Source: an optimization exercise on an open RTL-to-GDS flow (aim: a short achievable clock period and few clock cycles per item). Production flows keep margins and buffers that such runs may drop.
The RTL of this run was laid out without a check of its function.
Power and IR drop assume default switching activity.

File: run.sh
#!/bin/bash
# synth_recipe.tcl (not shown) runs the flow's synth.tcl, then flattens the netlist and writes it again
# the make line also repeats each setting of config.mk as NAME=value (left out here)
make -C /OpenROAD-flow-scripts/flow DESIGN_CONFIG=/design/flow/config.mk WORK_HOME=/design/flow/orfs CLKGATE_MAP_FILE= SYNTH_SCRIPT=/design/flow/synth_recipe.tcl finish
File: config.mk
export PLATFORM = sky130hd
export DESIGN_NAME = pcie_app
export DESIGN_NICKNAME = pcie_app
export VERILOG_FILES = /design/flow/design.v
export SDC_FILE = /design/flow/constraint.sdc
export NUM_CORES = 4
export LEC_CHECK = 0
export ABC_CLOCK_PERIOD_IN_PS = 1800
export CAP_MARGIN = 20
export CORE_MARGIN = 2
export CORE_UTILIZATION = 50
export SETUP_SLACK_MARGIN = 2.2
export SLEW_MARGIN = 20
export TNS_END_PERCENT = 5
File: constraint.sdc
create_clock -name core_clock -period 4.0 [get_ports {pcie_core_clk_i}]
set_input_delay 0.8000 -clock core_clock [delete_from_list [all_inputs] [get_ports {pcie_core_clk_i}]]
set_output_delay 0.8000 -clock core_clock [all_outputs]
set_load 0.01 [all_outputs]
File: design.v
package pcie_app_pkg;
  localparam int DATA_W      = 64;
  localparam int KEEP_W      = DATA_W / 8;
  localparam int REG_ADDR_W  = 10;
  localparam int USER_ADDR_W = 9;
  localparam logic [31:0] DESIGN_ID = 32'hA5E0_0101;
  localparam logic [7:0] FMT_TYPE_MRD32 = 8'h00;
  localparam logic [7:0] FMT_TYPE_MWR32 = 8'h40;
  localparam logic [7:0] FMT_TYPE_CPLD  = 8'h4A;
  typedef union packed {
    struct packed {
      logic [15:0] rid;
      logic [7:0]  tag;
      logic [3:0]  last_be;
      logic [3:0]  first_be;
      logic [7:0]  fmt_type;
      logic        rsvd0;
      logic [2:0]  tc;
      logic [3:0]  rsvd1;
      logic        td;
      logic        ep;
      logic [1:0]  attr;
      logic [1:0]  rsvd2;
      logic [9:0]  length;
    } hdr;
    struct packed {
      logic [31:0] data;
      logic [29:0] addr;
      logic [1:0]  addr_rsvd;
    } ad;
  } tlp_beat_u;
endpackage
`timescale 1ns/100ps
import pcie_app_pkg::*;
module pcie_rx_engine
#(
  parameter int SLOT_W = 3
)
(
  input  logic                  pcie_core_clk_i,
  input  logic                  rst_n_i,
  input  logic [DATA_W-1:0]     m_axis_rx_tdata_i,
  input  logic                  m_axis_rx_tlast_i,
  input  logic                  m_axis_rx_tvalid_i,
  output logic                  m_axis_rx_tready_o,
  input  logic                  space_ok_i,
  output logic                  addr_phase_o,
  output logic                  push_o,
  output logic                  cur_wr_o,
  output logic [REG_ADDR_W-1:0] cur_addr_o,
  output logic [31:0]           cur_data_o,
  output logic [2:0]            hdr_tc_o,
  output logic [1:0]            hdr_attr_o,
  output logic [15:0]           hdr_rid_o,
  output logic [7:0]            hdr_tag_o,
  input  logic [SLOT_W-1:0]     cur_slot_i,
  output logic                  req_valid_o,
  output logic                  req_wr_o,
  output logic                  req_user_o,
  output logic [15:0]           req_sel_o,
  output logic [31:0]           req_data_o,
  output logic [SLOT_W-1:0]     req_slot_o
);
  localparam logic [1:0] ST_HDR     = 2'd0;
  localparam logic [1:0] ST_ADDR    = 2'd1;
  localparam logic [1:0] ST_DISCARD = 2'd2;
  logic [1:0] state_q;
  logic       tready_q;
  logic       beat_ok;
  logic       hdr_supported;
  logic       hdr_wr_q;
  pcie_app_pkg::tlp_beat_u beat;
  function automatic logic [31:0] dw_swap(input logic [31:0] dw);
    dw_swap = {dw[7:0], dw[15:8], dw[23:16], dw[31:24]};
  endfunction
  assign beat    = m_axis_rx_tdata_i;
  assign beat_ok = m_axis_rx_tvalid_i && tready_q;
  assign m_axis_rx_tready_o = tready_q;
  assign hdr_supported = ((beat.hdr.fmt_type == FMT_TYPE_MRD32) ||
                          (beat.hdr.fmt_type == FMT_TYPE_MWR32)) &&
                         (beat.hdr.length == 10'd1);
  assign addr_phase_o = (state_q == ST_ADDR);
  assign push_o       = beat_ok && addr_phase_o;
  assign cur_wr_o     = hdr_wr_q;
  assign cur_addr_o   = beat.ad.addr[REG_ADDR_W-1:0];
  assign cur_data_o   = dw_swap(beat.ad.data);
  always_ff @(posedge pcie_core_clk_i or negedge rst_n_i)
  begin
    if (!rst_n_i)
    begin
      state_q     <= ST_HDR;
      tready_q    <= 1'b1;
      req_valid_o <= 1'b0;
    end
    else
    begin
      tready_q    <= space_ok_i;
      req_valid_o <= push_o;
      if (beat_ok)
      begin
        case (state_q)
          ST_HDR:
            if (!m_axis_rx_tlast_i)
              state_q <= hdr_supported ? ST_ADDR : ST_DISCARD;
          ST_ADDR:
            state_q <= ST_HDR;
          default:
            if (m_axis_rx_tlast_i)
              state_q <= ST_HDR;
        endcase
      end
    end
  end
  always_ff @(posedge pcie_core_clk_i)
  begin
    if (state_q == ST_HDR)
    begin
      hdr_wr_q   <= beat.hdr.fmt_type[6];
      hdr_tc_o   <= beat.hdr.tc;
      hdr_attr_o <= beat.hdr.attr;
      hdr_rid_o  <= beat.hdr.rid;
      hdr_tag_o  <= beat.hdr.tag;
    end
    if (state_q == ST_ADDR)
    begin
      req_wr_o   <= hdr_wr_q;
      req_user_o <= cur_addr_o[REG_ADDR_W-1];
      req_data_o <= cur_data_o;
      req_slot_o <= cur_slot_i;
      for (int i = 0; i < 16; i++)
        req_sel_o[i] <= (cur_addr_o == REG_ADDR_W'(i));
    end
  end
endmodule
`timescale 1ns/100ps
import pcie_app_pkg::*;
module pcie_reg_file
#(
  parameter int NUM_REGS = 16,
  parameter int UQ_AW    = 2,
  parameter int SLOT_W   = 3
)
(
  input  logic                   pcie_core_clk_i,
  input  logic                   rst_n_i,
  input  logic                   addr_phase_i,
  input  logic                   push_i,
  input  logic                   space_i,
  input  logic                   cur_wr_i,
  input  logic [REG_ADDR_W-1:0]  cur_addr_i,
  input  logic [31:0]            cur_data_i,
  input  logic [SLOT_W-1:0]      cur_slot_i,
  input  logic                   req_valid_i,
  input  logic                   req_wr_i,
  input  logic                   req_user_i,
  input  logic [15:0]            req_sel_i,
  input  logic [31:0]            req_data_i,
  output logic [31:0]            local_rdata_o,
  output logic                   uq_space_ok_o,
  output logic                   uret_valid_o,
  output logic [SLOT_W-1:0]      uret_slot_o,
  output logic [31:0]            uret_data_o,
  output logic [USER_ADDR_W-1:0] user_addr_o,
  output logic [31:0]            user_data_o,
  output logic                   user_wr_req_o,
  input  logic [31:0]            user_data_i,
  input  logic                   user_rd_ack_i,
  output logic                   user_rd_req_o
);
  localparam int UQ_DEPTH = 1 << UQ_AW;
  logic [31:0]           regs_q [1:NUM_REGS-1];
  logic [NUM_REGS-1:1]   written_q;
  always_comb
  begin
    local_rdata_o = req_sel_i[0] ? DESIGN_ID : '0;
    for (int i = 1; i < NUM_REGS; i++)
      local_rdata_o = local_rdata_o | (regs_q[i] & {32{req_sel_i[i] && written_q[i]}});
  end
  always_ff @(posedge pcie_core_clk_i or negedge rst_n_i)
  begin
    if (!rst_n_i)
      written_q <= '0;
    else
      for (int i = 1; i < NUM_REGS; i++)
        if (req_valid_i && req_wr_i && req_sel_i[i])
          written_q[i] <= 1'b1;
  end
  always_ff @(posedge pcie_core_clk_i)
  begin
    for (int i = 1; i < NUM_REGS; i++)
      if (req_valid_i && req_wr_i && req_sel_i[i])
        regs_q[i] <= req_data_i;
  end
  logic              uq_rd   [UQ_DEPTH];
  logic [8:0]        uq_addr [UQ_DEPTH];
  logic [31:0]       uq_data [UQ_DEPTH];
  logic [SLOT_W-1:0] uq_slot [UQ_DEPTH];
  logic [UQ_AW-1:0]  uq_wp;
  logic [UQ_AW-1:0]  uq_rp;
  logic [UQ_AW:0]    uq_cnt;
  logic              uq_push;
  logic              uq_pop;
  logic              bus_free;
  logic [SLOT_W-1:0] cur_slot_q;
  assign uq_push  = push_i && cur_addr_i[REG_ADDR_W-1];
  assign bus_free = !user_rd_req_o || user_rd_ack_i;
  assign uq_pop   = bus_free && (uq_cnt != '0);
  assign uq_space_ok_o = (uq_cnt != (UQ_AW+1)'(UQ_DEPTH));
  always_ff @(posedge pcie_core_clk_i)
  begin
    if (addr_phase_i && space_i)
    begin
      uq_rd[uq_wp]   <= !cur_wr_i;
      uq_addr[uq_wp] <= cur_addr_i[8:0];
      uq_data[uq_wp] <= cur_data_i;
      uq_slot[uq_wp] <= cur_slot_i;
    end
  end
  always_ff @(posedge pcie_core_clk_i or negedge rst_n_i)
  begin
    if (!rst_n_i)
    begin
      uq_wp  <= '0;
      uq_rp  <= '0;
      uq_cnt <= '0;
    end
    else
    begin
      if (uq_push)
        uq_wp <= uq_wp + 1'b1;
      if (uq_pop)
        uq_rp <= uq_rp + 1'b1;
      uq_cnt <= uq_cnt + (UQ_AW+1)'(uq_push) - (UQ_AW+1)'(uq_pop);
    end
  end
  assign uret_valid_o = user_rd_req_o && user_rd_ack_i;
  assign uret_slot_o  = cur_slot_q;
  assign uret_data_o  = user_data_i;
  always_ff @(posedge pcie_core_clk_i or negedge rst_n_i)
  begin
    if (!rst_n_i)
    begin
      user_wr_req_o <= 1'b0;
      user_rd_req_o <= 1'b0;
    end
    else if (bus_free)
    begin
      user_wr_req_o <= uq_pop && !uq_rd[uq_rp];
      user_rd_req_o <= uq_pop && uq_rd[uq_rp];
    end
  end
  always_ff @(posedge pcie_core_clk_i)
  begin
    if (uq_pop)
    begin
      user_addr_o <= uq_addr[uq_rp];
      user_data_o <= uq_data[uq_rp];
      cur_slot_q  <= uq_slot[uq_rp];
    end
  end
endmodule
`timescale 1ns/100ps
import pcie_app_pkg::*;
module pcie_tx_engine
#(
  parameter int SLOT_W = 3
)
(
  input  logic              pcie_core_clk_i,
  input  logic              rst_n_i,
  input  logic              s_axis_tx_tready_i,
  output logic [DATA_W-1:0] s_axis_tx_tdata_o,
  output logic [KEEP_W-1:0] s_axis_tx_tkeep_o,
  output logic              s_axis_tx_tlast_o,
  output logic              s_axis_tx_tvalid_o,
  input  logic              addr_phase_i,
  input  logic              space_i,
  input  logic              push_i,
  input  logic [2:0]        req_tc_i,
  input  logic [1:0]        req_attr_i,
  input  logic [15:0]       req_rid_i,
  input  logic [7:0]        req_tag_i,
  input  logic [4:0]        req_addr_i,
  output logic [SLOT_W-1:0] push_slot_o,
  output logic              space_ok_o,
  input  logic              fill_l_i,
  input  logic [SLOT_W-1:0] fill_l_slot_i,
  input  logic [31:0]       fill_l_data_i,
  input  logic              fill_u_i,
  input  logic [SLOT_W-1:0] fill_u_slot_i,
  input  logic [31:0]       fill_u_data_i,
  input  logic [15:0]       completer_id_i
);
  localparam int CQ_DEPTH = 1 << SLOT_W;
  function automatic logic [31:0] dw_swap(input logic [31:0] dw);
    dw_swap = {dw[7:0], dw[15:8], dw[23:16], dw[31:24]};
  endfunction
  logic [2:0]        cq_tc   [CQ_DEPTH];
  logic [1:0]        cq_attr [CQ_DEPTH];
  logic [15:0]       cq_rid  [CQ_DEPTH];
  logic [7:0]        cq_tag  [CQ_DEPTH];
  logic [4:0]        cq_addr [CQ_DEPTH];
  logic [31:0]       cq_val  [CQ_DEPTH];
  logic              cq_rdy  [CQ_DEPTH];
  logic [SLOT_W-1:0] cq_wp;
  logic [SLOT_W-1:0] cq_rp;
  logic [SLOT_W:0]   cq_cnt;
  logic              cq_pop;
  logic [15:0]       cid_q;
  assign push_slot_o = cq_wp;
  assign space_ok_o  = (cq_cnt != (SLOT_W+1)'(CQ_DEPTH));
  always_ff @(posedge pcie_core_clk_i)
  begin
    if (addr_phase_i && space_i)
    begin
      cq_tc[cq_wp]   <= req_tc_i;
      cq_attr[cq_wp] <= req_attr_i;
      cq_rid[cq_wp]  <= req_rid_i;
      cq_tag[cq_wp]  <= req_tag_i;
      cq_addr[cq_wp] <= req_addr_i;
    end
    for (int i = 0; i < CQ_DEPTH; i++)
    begin
      if (addr_phase_i && space_i && (cq_wp == SLOT_W'(i)))
        cq_rdy[i] <= 1'b0;
      else if ((fill_l_i && (fill_l_slot_i == SLOT_W'(i))) ||
               (fill_u_i && (fill_u_slot_i == SLOT_W'(i))))
        cq_rdy[i] <= 1'b1;
      if (fill_l_i && (fill_l_slot_i == SLOT_W'(i)))
        cq_val[i] <= fill_l_data_i;
      else if (fill_u_i && (fill_u_slot_i == SLOT_W'(i)))
        cq_val[i] <= fill_u_data_i;
    end
    cid_q <= completer_id_i;
  end
  always_ff @(posedge pcie_core_clk_i or negedge rst_n_i)
  begin
    if (!rst_n_i)
    begin
      cq_wp  <= '0;
      cq_rp  <= '0;
      cq_cnt <= '0;
    end
    else
    begin
      if (push_i)
        cq_wp <= cq_wp + 1'b1;
      if (cq_pop)
        cq_rp <= cq_rp + 1'b1;
      cq_cnt <= cq_cnt + (SLOT_W+1)'(push_i) - (SLOT_W+1)'(cq_pop);
    end
  end
  logic [63:0] beat0;
  logic [63:0] beat1;
  logic        advance;
  logic        sent0_q;
  logic        head_ok;
  logic        head_rdy;
  assign beat0 = {cid_q, 3'b000, 1'b0, 12'd4,
                  FMT_TYPE_CPLD, 1'b0, cq_tc[cq_rp], 4'b0000, 2'b00, cq_attr[cq_rp], 2'b00, 10'd1};
  assign beat1 = {dw_swap(cq_val[cq_rp]), cq_rid[cq_rp], cq_tag[cq_rp], 1'b0, cq_addr[cq_rp], 2'b00};
  assign s_axis_tx_tkeep_o = '1;
  assign head_ok  = (cq_cnt != '0);
  assign head_rdy = head_ok && cq_rdy[cq_rp];
  assign advance  = s_axis_tx_tready_i || !s_axis_tx_tvalid_o;
  assign cq_pop   = advance && sent0_q && head_rdy;
  always_ff @(posedge pcie_core_clk_i or negedge rst_n_i)
  begin
    if (!rst_n_i)
    begin
      s_axis_tx_tvalid_o <= 1'b0;
      s_axis_tx_tlast_o  <= 1'b0;
      sent0_q            <= 1'b0;
    end
    else if (advance)
    begin
      if (sent0_q)
      begin
        s_axis_tx_tvalid_o <= head_rdy;
        s_axis_tx_tlast_o  <= 1'b1;
        sent0_q            <= !head_rdy;
      end
      else
      begin
        s_axis_tx_tvalid_o <= head_ok;
        s_axis_tx_tlast_o  <= 1'b0;
        sent0_q            <= head_ok;
      end
    end
  end
  always_ff @(posedge pcie_core_clk_i)
  begin
    if (advance)
      s_axis_tx_tdata_o <= sent0_q ? beat1 : beat0;
  end
endmodule
`timescale 1ns/100ps
import pcie_app_pkg::*;
module pcie_app
#(
  parameter int NUM_REGS = 16
)
(
  input  logic                   pcie_core_clk_i,
  input  logic                   rst_n_i,
  input  logic                   s_axis_tx_tready_i,
  output logic [DATA_W-1:0]      s_axis_tx_tdata_o,
  output logic [KEEP_W-1:0]      s_axis_tx_tkeep_o,
  output logic                   s_axis_tx_tlast_o,
  output logic                   s_axis_tx_tvalid_o,
  input  logic [DATA_W-1:0]      m_axis_rx_tdata_i,
  input  logic                   m_axis_rx_tlast_i,
  input  logic                   m_axis_rx_tvalid_i,
  output logic                   m_axis_rx_tready_o,
  input  logic [7:0]             cfg_bus_number_i,
  input  logic [4:0]             cfg_device_number_i,
  input  logic [2:0]             cfg_function_number_i,
  output logic [31:0]            user_data_o,
  output logic [USER_ADDR_W-1:0] user_addr_o,
  output logic                   user_wr_req_o,
  input  logic [31:0]            user_data_i,
  input  logic                   user_rd_ack_i,
  output logic                   user_rd_req_o
);
  localparam int SLOT_W = 3;
  localparam int UQ_AW  = 2;
  logic [15:0]           completer_id;
  logic                  space_ok;
  logic                  cq_space_ok;
  logic                  uq_space_ok;
  logic                  addr_phase;
  logic                  push;
  logic                  cur_wr;
  logic [REG_ADDR_W-1:0] cur_addr;
  logic [31:0]           cur_data;
  logic [2:0]            hdr_tc;
  logic [1:0]            hdr_attr;
  logic [15:0]           hdr_rid;
  logic [7:0]            hdr_tag;
  logic [SLOT_W-1:0]     cur_slot;
  logic                  req_valid;
  logic                  req_wr;
  logic                  req_user;
  logic [15:0]           req_sel;
  logic [31:0]           req_data;
  logic [SLOT_W-1:0]     req_slot;
  logic [31:0]           local_rdata;
  logic                  uret_valid;
  logic [SLOT_W-1:0]     uret_slot;
  logic [31:0]           uret_data;
  assign completer_id = {cfg_bus_number_i, cfg_device_number_i, cfg_function_number_i};
  assign space_ok = cq_space_ok && uq_space_ok;
  pcie_rx_engine #(
    .SLOT_W (SLOT_W)
  ) rx_engine0 (
    .pcie_core_clk_i    (pcie_core_clk_i),
    .rst_n_i            (rst_n_i),
    .m_axis_rx_tdata_i  (m_axis_rx_tdata_i),
    .m_axis_rx_tlast_i  (m_axis_rx_tlast_i),
    .m_axis_rx_tvalid_i (m_axis_rx_tvalid_i),
    .m_axis_rx_tready_o (m_axis_rx_tready_o),
    .space_ok_i         (space_ok),
    .addr_phase_o       (addr_phase),
    .push_o             (push),
    .cur_wr_o           (cur_wr),
    .cur_addr_o         (cur_addr),
    .cur_data_o         (cur_data),
    .hdr_tc_o           (hdr_tc),
    .hdr_attr_o         (hdr_attr),
    .hdr_rid_o          (hdr_rid),
    .hdr_tag_o          (hdr_tag),
    .cur_slot_i         (cur_slot),
    .req_valid_o        (req_valid),
    .req_wr_o           (req_wr),
    .req_user_o         (req_user),
    .req_sel_o          (req_sel),
    .req_data_o         (req_data),
    .req_slot_o         (req_slot)
  );
  pcie_reg_file #(
    .NUM_REGS (NUM_REGS),
    .UQ_AW    (UQ_AW),
    .SLOT_W   (SLOT_W)
  ) reg_file0 (
    .pcie_core_clk_i (pcie_core_clk_i),
    .rst_n_i         (rst_n_i),
    .addr_phase_i    (addr_phase),
    .push_i          (push),
    .space_i         (m_axis_rx_tready_o),
    .cur_wr_i        (cur_wr),
    .cur_addr_i      (cur_addr),
    .cur_data_i      (cur_data),
    .cur_slot_i      (cur_slot),
    .req_valid_i     (req_valid),
    .req_wr_i        (req_wr),
    .req_user_i      (req_user),
    .req_sel_i       (req_sel),
    .req_data_i      (req_data),
    .local_rdata_o   (local_rdata),
    .uq_space_ok_o   (uq_space_ok),
    .uret_valid_o    (uret_valid),
    .uret_slot_o     (uret_slot),
    .uret_data_o     (uret_data),
    .user_addr_o     (user_addr_o),
    .user_data_o     (user_data_o),
    .user_wr_req_o   (user_wr_req_o),
    .user_data_i     (user_data_i),
    .user_rd_ack_i   (user_rd_ack_i),
    .user_rd_req_o   (user_rd_req_o)
  );
  pcie_tx_engine #(
    .SLOT_W (SLOT_W)
  ) tx_engine0 (
    .pcie_core_clk_i    (pcie_core_clk_i),
    .rst_n_i            (rst_n_i),
    .s_axis_tx_tready_i (s_axis_tx_tready_i),
    .s_axis_tx_tdata_o  (s_axis_tx_tdata_o),
    .s_axis_tx_tkeep_o  (s_axis_tx_tkeep_o),
    .s_axis_tx_tlast_o  (s_axis_tx_tlast_o),
    .s_axis_tx_tvalid_o (s_axis_tx_tvalid_o),
    .addr_phase_i       (addr_phase),
    .space_i            (m_axis_rx_tready_o),
    .push_i             (push && !cur_wr),
    .req_tc_i           (hdr_tc),
    .req_attr_i         (hdr_attr),
    .req_rid_i          (hdr_rid),
    .req_tag_i          (hdr_tag),
    .req_addr_i         (cur_addr[4:0]),
    .push_slot_o        (cur_slot),
    .space_ok_o         (cq_space_ok),
    .fill_l_i           (req_valid && !req_wr && !req_user),
    .fill_l_slot_i      (req_slot),
    .fill_l_data_i      (local_rdata),
    .fill_u_i           (uret_valid),
    .fill_u_slot_i      (uret_slot),
    .fill_u_data_i      (uret_data),
    .completer_id_i     (completer_id)
  );
endmodule
==> results.sh <==
export IMPL_outcome="no timing/DRC/antenna violations"
export IMPL_routed_wl_microns=165000
export IMPL_rsz0062_at_grt="yes"
export IMPL_wl_per_cell_microns=31.1
export IMPL_fp_dieH_microns=337
export IMPL_clk_latency_ns=0.76
export IMPL_num_rows=122
export IMPL_critPathRequiredTime_ns=4.61
export IMPL_numCtsBuffers=148
export IMPL_syn_avg_cell_area_sq_um=16.8
export IMPL_first_iter_violations=4974
export IMPL_finalCritPeriodShare=0.718
export IMPL_cts_tree="done"
export IMPL_reg2reg_depth=9
export IMPL_hpwl_microns=86100
export IMPL_cts_sinks=1442
export IMPL_dr_pass1_iters=7
export IMPL_grt_pass1_wl_microns=230000
export IMPL_synth_seq_cells=1442
export IMPL_fin_crit_ns=2.87
export IMPL_grt_usage=0.286
export IMPL_fp_dieArea_sq_um=114000
export IMPL_synth_top_cell_by_area="edfxtp_1"
export IMPL_initial_core_util=0.503
export IMPL_crit_arrival_ns=3.48
export IMPL_final_core_util=0.615
export IMPL_ys_types=64
export IMPL_setup_slack_ns=1.13
export IMPL_yosysMostFrequentCell="edfxtp_1"
export IMPL_synth_common_cells="edfxtp_1 (1377), nor2_1 (296), a31oi_1 (194)"
export IMPL_crit_start="tx_engine0.cq_rp[0]"
export IMPL_cp_slowest_stage_delay_ns=0.51
export IMPL_reg2reg_from="tx_engine0.cq_rp[0]"
export IMPL_overflow=0
export IMPL_grt_max_degree=70
export IMPL_place_ws_ns=0.573
export IMPL_synth_top_area_frac=0.744
export IMPL_ant_nets=0
export IMPL_vias=33800
export IMPL_async_flop_share=0.0284
export IMPL_syn_inst=3309
export IMPL_crit_type="reg -> reg"
export IMPL_hold_violations=0
export IMPL_final_area_sq_um=67800
export IMPL_vdd_ir_drop_max_v=0.000453
export IMPL_tns_ns=0
export IMPL_final_cells=5316
export IMPL_netlist_top_cells_area="edfxtp_1 (74%), mux4_2 (4.8%), a31oi_1 (2.2%), a22oi_1 (2.1%), nor2_1 (2.0%)"
export IMPL_ys_seq_area_frac=0.771
export IMPL_placed_cells=4870
export IMPL_end_kind="register"
export IMPL_r2r_setup_slack_ns=1.13
export IMPL_n_fill_cell=7834
export IMPL_via_per_inst=6.36
export IMPL_power_leakage_uw=0.0222
export IMPL_worst_setup_path_start_kind="register"
export IMPL_crit_chain="ha_4 > ha_4 > or4_4 > o22a_4 > a211oi_4 > ha_4 > inv_4 > ha_4 > fa_2"
export IMPL_numPortBuffers=218
export IMPL_fin_skew_ns=0.0254
export IMPL_path_clk_slew_ns=0.06
export IMPL_final_setup_viol_count=0
export IMPL_tightestPinTransition_ns=1.11
export IMPL_grt_pass1_vias=33200
export IMPL_hp_class="in -> async"
export IMPL_io_pins=236
export IMPL_drv_cap=0
export IMPL_slew_violations=0
export IMPL_die_width_microns=337
export IMPL_syn_area_sq_um=55600
export IMPL_crit_slowest_cell="or4_4"
export IMPL_drc_errors=0
export IMPL_root_buffer="clkbuf_16"
export IMPL_worstPathMaxFanout=4
export IMPL_power_density_nw_per_um2=605
export IMPL_antenna_found_initial=8
export IMPL_slew_headroom=0.260
export IMPL_placed_cell_area_sq_um=59900
export IMPL_area_growth_pct=22.1
export IMPL_clock_fmax_mhz=348
export IMPL_coreArea_sq_um=110000
export IMPL_r2r_end="tx_engine0.cq_cnt[1]"
export IMPL_synth_edff_count=1377
export IMPL_layout_drive_gt1_share=0.229
export IMPL_routabilityCongestion=0.829
export IMPL_crit_top_cell="ha_4"
export IMPL_htreeDepth=4
export IMPL_synthFlopType="edfxtp_1"
export IMPL_nets=3848
export IMPL_clk_path_buf_depth=3
export IMPL_synth_warnings=6
-- metal layers --
metal	global-route usage	up-vias	wire, microns	share of wire
li1	-	14000	-	-
met1	0.384	17300	63100	0.38
met2	0.461	2090	79000	0.48
met3	0.0586	421	16800	0.10
met4	0.118	6	6470	0.039
met5	0	-	40	0.00024
-- layout make-up --
type	count	area (sq um)	area share
repair buffers	500	5740	0.0846
well taps	1488	1860	0.0274
clock buffers	188	4040	0.0596
diodes	2	5.00	0.0000738
multi-input cells	1590	12400	0.183
flip-flops and latches	1442	42900	0.632
inverters	22	98.8	0.00146
clock inverters	84	777	0.0115
-- critical path: cells and delay by family (launching register included) --
| kind | cells | cell delay (ns) |
|---|---|---|
| fa+ha+maj | 5 | 1.13 |
| compound gates | 2 | 0.53 |
| simple gates | 1 | 0.51 |
| flops | 1 | 0.50 |
| buf+inv | 1 | 0.05 |
-- where the power goes --
part	internal (uW)	total [uW]	leakage, uW	switching, uW
clock network	7990	13700	0.00238	5680
logic	3990	8470	0.00657	4480
registers	18100	18900	0.0133	778
total	30100	41000	0.0222	10900
-- how the worst max path moves through the flow --
stage,slack [ns],cells past startpoint,endpoint
after floorplan,0.70,13,tx_engine0.cq_cnt[1]
after global placement,0.57,11,tx_engine0.cq_cnt[3]
after detailed placement,0.57,11,tx_engine0.cq_cnt[3]
after CTS,1.06,9,tx_engine0.cq_cnt[1]
after global routing,1.09,11,tx_engine0.cq_cnt[3]
final,1.13,9,tx_engine0.cq_cnt[1]
-- layout by cell type, fill, tap and decap left out, types with 30 or more instances in the layout --
master / netlist / layout
edfxtp_1: 1377 / 1377
nor2_1: 296 / 273
clkdlybuf4s50_1: 0 / 216
a31oi_1: 194 / 187
clkbuf_16: 0 / 165
buf_4: 18 / 159
a22oi_1: 153 / 153
nand3_1: 152 / 150
mux4_2: 118 / 118
nand2_1: 117 / 114
a21oi_1: 108 / 96
nand4_1: 38 / 38
buf_6: 1 / 38
buf_12: 0 / 38
a22o_1: 36 / 36
mux2_2: 34 / 34
clkinv_1: 0 / 31
clkinv_2: 0 / 30
-- kinds of logic after synthesis --
group | Yosys count | synth area share
compound gates | 597 | 0.0745
xor+xnor | 9 | 0.00142
fa+ha+maj | 26 | 0.00613
buf+inv | 296 | 0.0227
flops | 1442 | 0.771
mux | 154 | 0.0552
other cells | 2 | 0.000135
simple gates | 783 | 0.0686
-- sequential cells by signal, indices dropped and copies added, names as in the netlist, 24 cells and up --
register / cells
tx_engine0.s_axis_tx_tdata_o: 62
reg_file0.user_data_o: 32
reg_file0.uq_addr: 36
reg_file0.regs_q: 480
tx_engine0.cq_tag: 64
reg_file0.uq_data: 128
rx_engine0.req_data_o: 32
tx_engine0.cq_addr: 40
tx_engine0.cq_rid: 128
tx_engine0.cq_val: 256
tx_engine0.cq_tc: 24
-- stage by stage --
stage,hold WS (ns),total power (uW)
finish,0.116,41000
global route,0.146,42400
CTS,0.109,40700
detailed placement,0.463,26800
global placement,0.466,26700
floorplan,0.426,23600
-- what timing repair did --
item	in CTS	in global routing
hold buffers	0	0
gates cloned	30	19
resized for setup	240	76
setup buffers	78	44
pin swaps	63	23
endpoints found under the setup margin	1723	1712

what the ideal ports hide:
How much do the figures lean on ideal ports? The routed layout below was timed once more, with nothing changed but the port constraints. Step 1: set_driving_cell puts a clkbuf_16 on pcie_core_clk_i and a buf_2 on each other input, an assumption about the parent block. Step 2 also shifts input and output timing later by t, the mid clock arrival at the registers, as if the neighbouring blocks saw the same clock. Slacks: ideal ports / drivers / drivers and shift; pairs: ideal ports / drivers.
t, ns: 0.823
setup WS [ns]: 1.128 / 1.128 / 0.696
latest minus earliest clock arrival (ns): 0.034 / 0.034
After both steps this run still meets setup and hold. For this run, drivers alone change the setup slack by 0.000 ns; drivers and shift together by -0.432 ns.
